What follows belongs to an exercise in optimizing a design on an open flow for small area, a short achievable clock period and few clock cycles per item; a production flow would make more cautious choices. At most, simulation tests tie the RTL to the original design; equivalence was not proved. Power and IR drop assume default switching activity.

==> flow/design.v <==
package proc_pkg;
    localparam int unsigned ADDR_W = 24;
    localparam int unsigned DATA_W = 8;
endpackage
module dmem_array (
    input  logic       clk,
    input  logic       we,
    input  logic [7:0] addr,
    input  logic [7:0] wdata,
    output logic [7:0] rdata
);
    logic [2047:0] mem;
    for (genvar i = 0; i < 256; i++) begin : g_word
        always_ff @(posedge clk) begin
            if (we && (addr == 8'(i))) mem[8*i +: 8] <= wdata;
        end
    end
    assign rdata = mem[8*addr +: 8];
endmodule
module data_mem_ctrl (
    input  logic        clk,
    input  logic        rst_n,
    input  logic [23:0] bus_addr_in,
    input  logic        bus_req,
    input  logic        bus_we,
    input  logic [7:0]  bus_wdata,
    output logic [7:0]  bus_rdata,
    output logic        bus_busy,
    output logic        bus_done,
    output logic        bus_err
);
    logic       busy_q;
    logic       done_q;
    logic       err_q;
    logic [7:0] rdata_q;
    logic [7:0] mem_rdata;
    logic       oor_c;
    logic       acc_c;
    assign oor_c = |bus_addr_in[23:8];
    assign acc_c = rst_n && bus_req && !busy_q;
    always_ff @(posedge clk) begin
        if (!rst_n) begin
            busy_q <= 1'b1;
            done_q <= 1'b0;
        end else begin
            busy_q <= 1'b0;
            done_q <= acc_c;
        end
    end
    always_ff @(posedge clk) begin
        err_q   <= oor_c;
        rdata_q <= mem_rdata;
    end
    dmem_array u_array (
        .clk   (clk),
        .we    (acc_c && bus_we && !oor_c),
        .addr  (bus_addr_in[7:0]),
        .wdata (bus_wdata),
        .rdata (mem_rdata)
    );
    assign bus_rdata = rdata_q;
    assign bus_busy  = busy_q;
    assign bus_done  = done_q;
    assign bus_err   = err_q;
endmodule
module data_mem_top (
    input  logic        clk,
    input  logic        rst_n,
    input  logic [23:0] addr_in,
    input  logic        req,
    input  logic        we,
    input  logic [7:0]  wdata,
    output logic [7:0]  rdata,
    output logic        busy,
    output logic        done,
    output logic        err
);
    data_mem_ctrl u_ctrl (
        .clk         (clk),
        .rst_n       (rst_n),
        .bus_addr_in (addr_in),
        .bus_req     (req),
        .bus_we      (we),
        .bus_wdata   (wdata),
        .bus_rdata   (rdata),
        .bus_busy    (busy),
        .bus_done    (done),
        .bus_err     (err)
    );
endmodule
Settings: LEC_CHECK=0, CAP_MARGIN=20, CORE_MARGIN=2, CORE_UTILIZATION=45, CTS_BUF_LIST=sky130_fd_sc_hd__clkbuf_4 sky130_fd_sc_hd__clkbuf_8, CTS_CLUSTER_SIZE=24, SETUP_SLACK_MARGIN=2.0, SLEW_MARGIN=20; clock period 4.5 ns.
run.sh (not shown) runs the stock make flow with config.mk's settings and CLKGATE_MAP_FILE= SYNTH_SCRIPT=/design/flow/synth_recipe.tcl, a recipe that flattens the netlist after the stock synthesis.
The starting point finished clean.
Next try:
CORE_UTILIZATION = 60   (was 45)
CTS_BUF_LIST = sky130_fd_sc_hd__clkbuf_8 sky130_fd_sc_hd__clkbuf_16   (was sky130_fd_sc_hd__clkbuf_4 sky130_fd_sc_hd__clkbuf_8)
CTS_CLUSTER_DIAMETER = 150   (was unset)
CTS_CLUSTER_SIZE = 30   (was 24)
Effect:
- final cell count shrinks by about 16%
- fmax drops by about 0.6%
- design area fell by about 4%
- worst setup slack is worse by 0.016 ns
- global-route usage came out higher by 7.6 points
- power goes down by 18%
- synthesized cell count does not change
- register-to-register slack is about the same
- sequential cell count does not change
Next try:
CORE_UTILIZATION = 45   (was 60)
CTS_BUF_LIST = unset   (was sky130_fd_sc_hd__clkbuf_8 sky130_fd_sc_hd__clkbuf_16)
CTS_CLUSTER_DIAMETER = unset   (was 150)
CTS_CLUSTER_SIZE = unset   (was 30)
- The new run finished with timing, DRC and antenna clean
- wire length came out higher by 0.52%
- sequential share of layout area shrinks by 3.9 points
- global-route usage decreases by 7.7 points
- cell area rose by 6.0%
- register-to-register slack improves by 0.03 ns
- worst setup slack is better by 0.013 ns
- core utilization falls by 14 points
- worst hold slack is worse by 0.16 ns
- sequential cell count is unchanged
No functional check of the RTL was part of any run of this note.


Another version of the RTL of data_mem_top (not shown whole).
Size in the first run: roughly 3600 cells after synthesis, about 2100 flip-flops, about 47 I/O pins, roughly 79000 um2 of cells after synthesis.
Settings: LEC_CHECK=0, CAP_MARGIN=20, CORE_MARGIN=2, CORE_UTILIZATION=60, CTS_BUF_LIST=sky130_fd_sc_hd__clkbuf_8 sky130_fd_sc_hd__clkbuf_16, CTS_CLUSTER_DIAMETER=120, CTS_CLUSTER_SIZE=24, SETUP_SLACK_MARGIN=2.0, SLEW_MARGIN=20; clock period 4.5 ns.
The baseline went through all stages and came out clean.
Testbench counts at the start, summed over its fixed seeds: cycles 4,816, items 4,800.
==> next run, changes <==
--- a/flow/config.mk
+++ b/flow/config.mk
@@ -6,10 +6,10 @@
 export NUM_CORES = 4
 export LEC_CHECK = 0
-export CAP_MARGIN = 20
+export CAP_MARGIN = 0
 export CORE_MARGIN = 2
-export CORE_UTILIZATION = 60
+export CORE_UTILIZATION = 70
 export CTS_BUF_LIST = sky130_fd_sc_hd__clkbuf_8 sky130_fd_sc_hd__clkbuf_16
 export CTS_CLUSTER_DIAMETER = 120
 export CTS_CLUSTER_SIZE = 24
-export SETUP_SLACK_MARGIN = 2.0
-export SLEW_MARGIN = 20
+export SETUP_SLACK_MARGIN = 2.2
+export SLEW_MARGIN = 0
Worst setup slack improves by 0.17 ns. Clock power is higher slightly. Synthesized area is unchanged. Core utilization is higher by 13 points. Global-route usage is higher by 5.5 points. Synthesized cell count stays the same. Fmax is higher by a little under a tenth. Non-clock buffer count is higher by 123. Routed wire length is higher slightly. Clock-buffer cell count is higher by 2.
==> next run, changes <==
--- a/flow/config.mk
+++ b/flow/config.mk
@@ -6,10 +6,10 @@
 export NUM_CORES = 4
 export LEC_CHECK = 0
-export CAP_MARGIN = 0
+export CAP_MARGIN = 20
 export CORE_MARGIN = 2
-export CORE_UTILIZATION = 70
+export CORE_UTILIZATION = 60
 export CTS_BUF_LIST = sky130_fd_sc_hd__clkbuf_8 sky130_fd_sc_hd__clkbuf_16
 export CTS_CLUSTER_DIAMETER = 120
 export CTS_CLUSTER_SIZE = 24
-export SETUP_SLACK_MARGIN = 2.2
-export SLEW_MARGIN = 0
+export SETUP_SLACK_MARGIN = 2.35
+export SLEW_MARGIN = 20
Effect: The changed run completed without violations; power barely changes; global-route usage goes down by 4.2 points; first-iteration DRC count came out lower by roughly a tenth; register-to-register slack gains 0.02 ns.
==> next run, changes <==
--- a/flow/config.mk
+++ b/flow/config.mk
@@ -12,4 +12,4 @@
 export CTS_CLUSTER_DIAMETER = 120
 export CTS_CLUSTER_SIZE = 24
-export SETUP_SLACK_MARGIN = 2.35
+export SETUP_SLACK_MARGIN = 2.2
 export SLEW_MARGIN = 20
Fmax grows by 3.8%.
Worst setup slack improves by 0.090 ns.
First-iteration DRC count decreases by 5.5%.
Total power is lower by 0.52%.
Count of clock-buffer cells in the layout stays the same.
Critical path depth drops by 2.
Non-clock buffer count drops by 111.


Another version of the RTL of data_mem_top (not shown whole).
Size: roughly 2,400 flip-flops, about 47 I/O pins, about 76,000 um^2 of cells after synthesis.
// data_mem_top
module data_mem_top (
    input  logic        clk,
    input  logic        rst_n,
    input  logic [23:0] addr_in,
    input  logic        req,
    input  logic        we,
    input  logic [7:0]  wdata,
    output logic [7:0]  rdata,
    output logic        busy,
    output logic        done,
    output logic        err
);
    data_mem_ctrl u_ctrl (
        .clk         (clk),
        .rst_n       (rst_n),
        .bus_addr_in (addr_in),
        .bus_req     (req),
        .bus_we      (we),
        .bus_wdata   (wdata),
        .bus_rdata   (rdata),
        .bus_busy    (busy),
        .bus_done    (done),
        .bus_err     (err)
    );
endmodule
export LEC_CHECK = 0
export CAP_MARGIN = 20
export CORE_MARGIN = 2
export CORE_UTILIZATION = 65
export CTS_BUF_LIST = sky130_fd_sc_hd__clkbuf_8 sky130_fd_sc_hd__clkbuf_16
export CTS_CLUSTER_DIAMETER = 120
export CTS_CLUSTER_SIZE = 24
export SETUP_SLACK_MARGIN = 2.25
export SLEW_MARGIN = 20
create_clock -name core_clock -period 4.5 [get_ports {clk}]
Testbench counts at the start, summed over its fixed seeds: cycles 4,816, items 4,800.
Rerun with:
Settings changed: CORE_UTILIZATION 65 to 60, SETUP_SLACK_MARGIN 2.25 to 2.35.
Result: Synthesized area does not change; fmax rises by 10%; total power hardly moves; routed wire length rises by 2.7%; non-clock buffer count rises by 2; worst hold slack is about the same.
Rerun with:
Settings changed: SETUP_SLACK_MARGIN 2.35 to 2.45.
The new run went through all stages and came out clean. Sequential cell count does not change. Via count hardly moves. Worst hold slack improved by 0.0070 ns. Setup slack got worse by 0.15 ns. Design area went up by 0.96%. Synthesized area does not change. Wire length went up by 0.33%. Power is about the same.
Rerun with:
Settings changed: SETUP_SLACK_MARGIN 2.45 to 2.2.
Worst setup slack is better by 0.066 ns.
Wire length came out lower slightly.
Worst hold slack is worse by 0.0031 ns.
Via count came out lower slightly.
Sequential share of layout area came out higher by 1.2 points.
Cell area fell by a few percent.

separate check: timing with driven ports:
How much do the figures lean on ideal ports? The routed layouts below were timed once more, with nothing changed but the port constraints. Step 1 (the two cells are an assumption about what drives the block):
set clk [get_ports {clk}]
set_driving_cell -lib_cell sky130_fd_sc_hd__clkbuf_16 $clk
set_driving_cell -lib_cell sky130_fd_sc_hd__buf_2 [delete_from_list [all_inputs] $clk]
Step 2 moves the port delays by t, midway between the first and last clock arrival at a register: inputs arrive t later, outputs are due t later. That takes back most of the time a late clock gives input paths. Three values: ideal ports, drivers, drivers and shift; two values: the first two.
| run | t (ns) | setup slack, ns | hold slack, ns | worst setup path at the end |
|---|---|---|---|---|
| the first run of note 1 | 1.077 | 1.912 / 1.793 / 0.716 | 0.212 / 0.166 / 0.616 | input to register |
| the second run of note 1 | 0.805 | 1.896 / 1.648 / 0.842 | 0.429 / 0.370 / 0.708 | input to register |
| the third run of note 1 | 0.893 | 1.909 / 1.720 / 0.827 | 0.267 / 0.207 / 0.611 | input to register |
| the first run of note 2 | 0.791 | 1.929 / 1.800 / 1.008 | 0.348 / 0.348 / 0.348 | input to register |
| the second run of note 2 | 0.805 | 2.098 / 1.821 / 1.016 | 0.346 / 0.346 / 0.346 | input to register |
| the third run of note 2 | 0.802 | 2.044 / 1.864 / 1.062 | 0.336 / 0.322 / 0.336 | input to register |
| the fourth run of note 2 | 0.808 | 2.133 / 1.883 / 1.075 | 0.336 / 0.336 / 0.336 | input to register |
| the first run of note 3 | 0.816 | 1.900 / 1.829 / 1.013 | 0.332 / 0.332 / 0.332 | input to register |
| the second run of note 3 | 0.830 | 2.145 / 1.824 / 0.995 | 0.332 / 0.332 / 0.332 | input to register |
| the third run of note 3 | 0.828 | 2.000 / 1.865 / 1.037 | 0.339 / 0.339 / 0.339 | input to register |
| the fourth run of note 3 | 0.835 | 2.066 / 1.900 / 1.065 | 0.335 / 0.321 / 0.335 | input to register |
After both steps setup and hold are still met in every run listed. For the first run of note 1, which loses most, drivers alone change the setup slack by -0.119 ns; drivers and shift together by -1.196 ns.
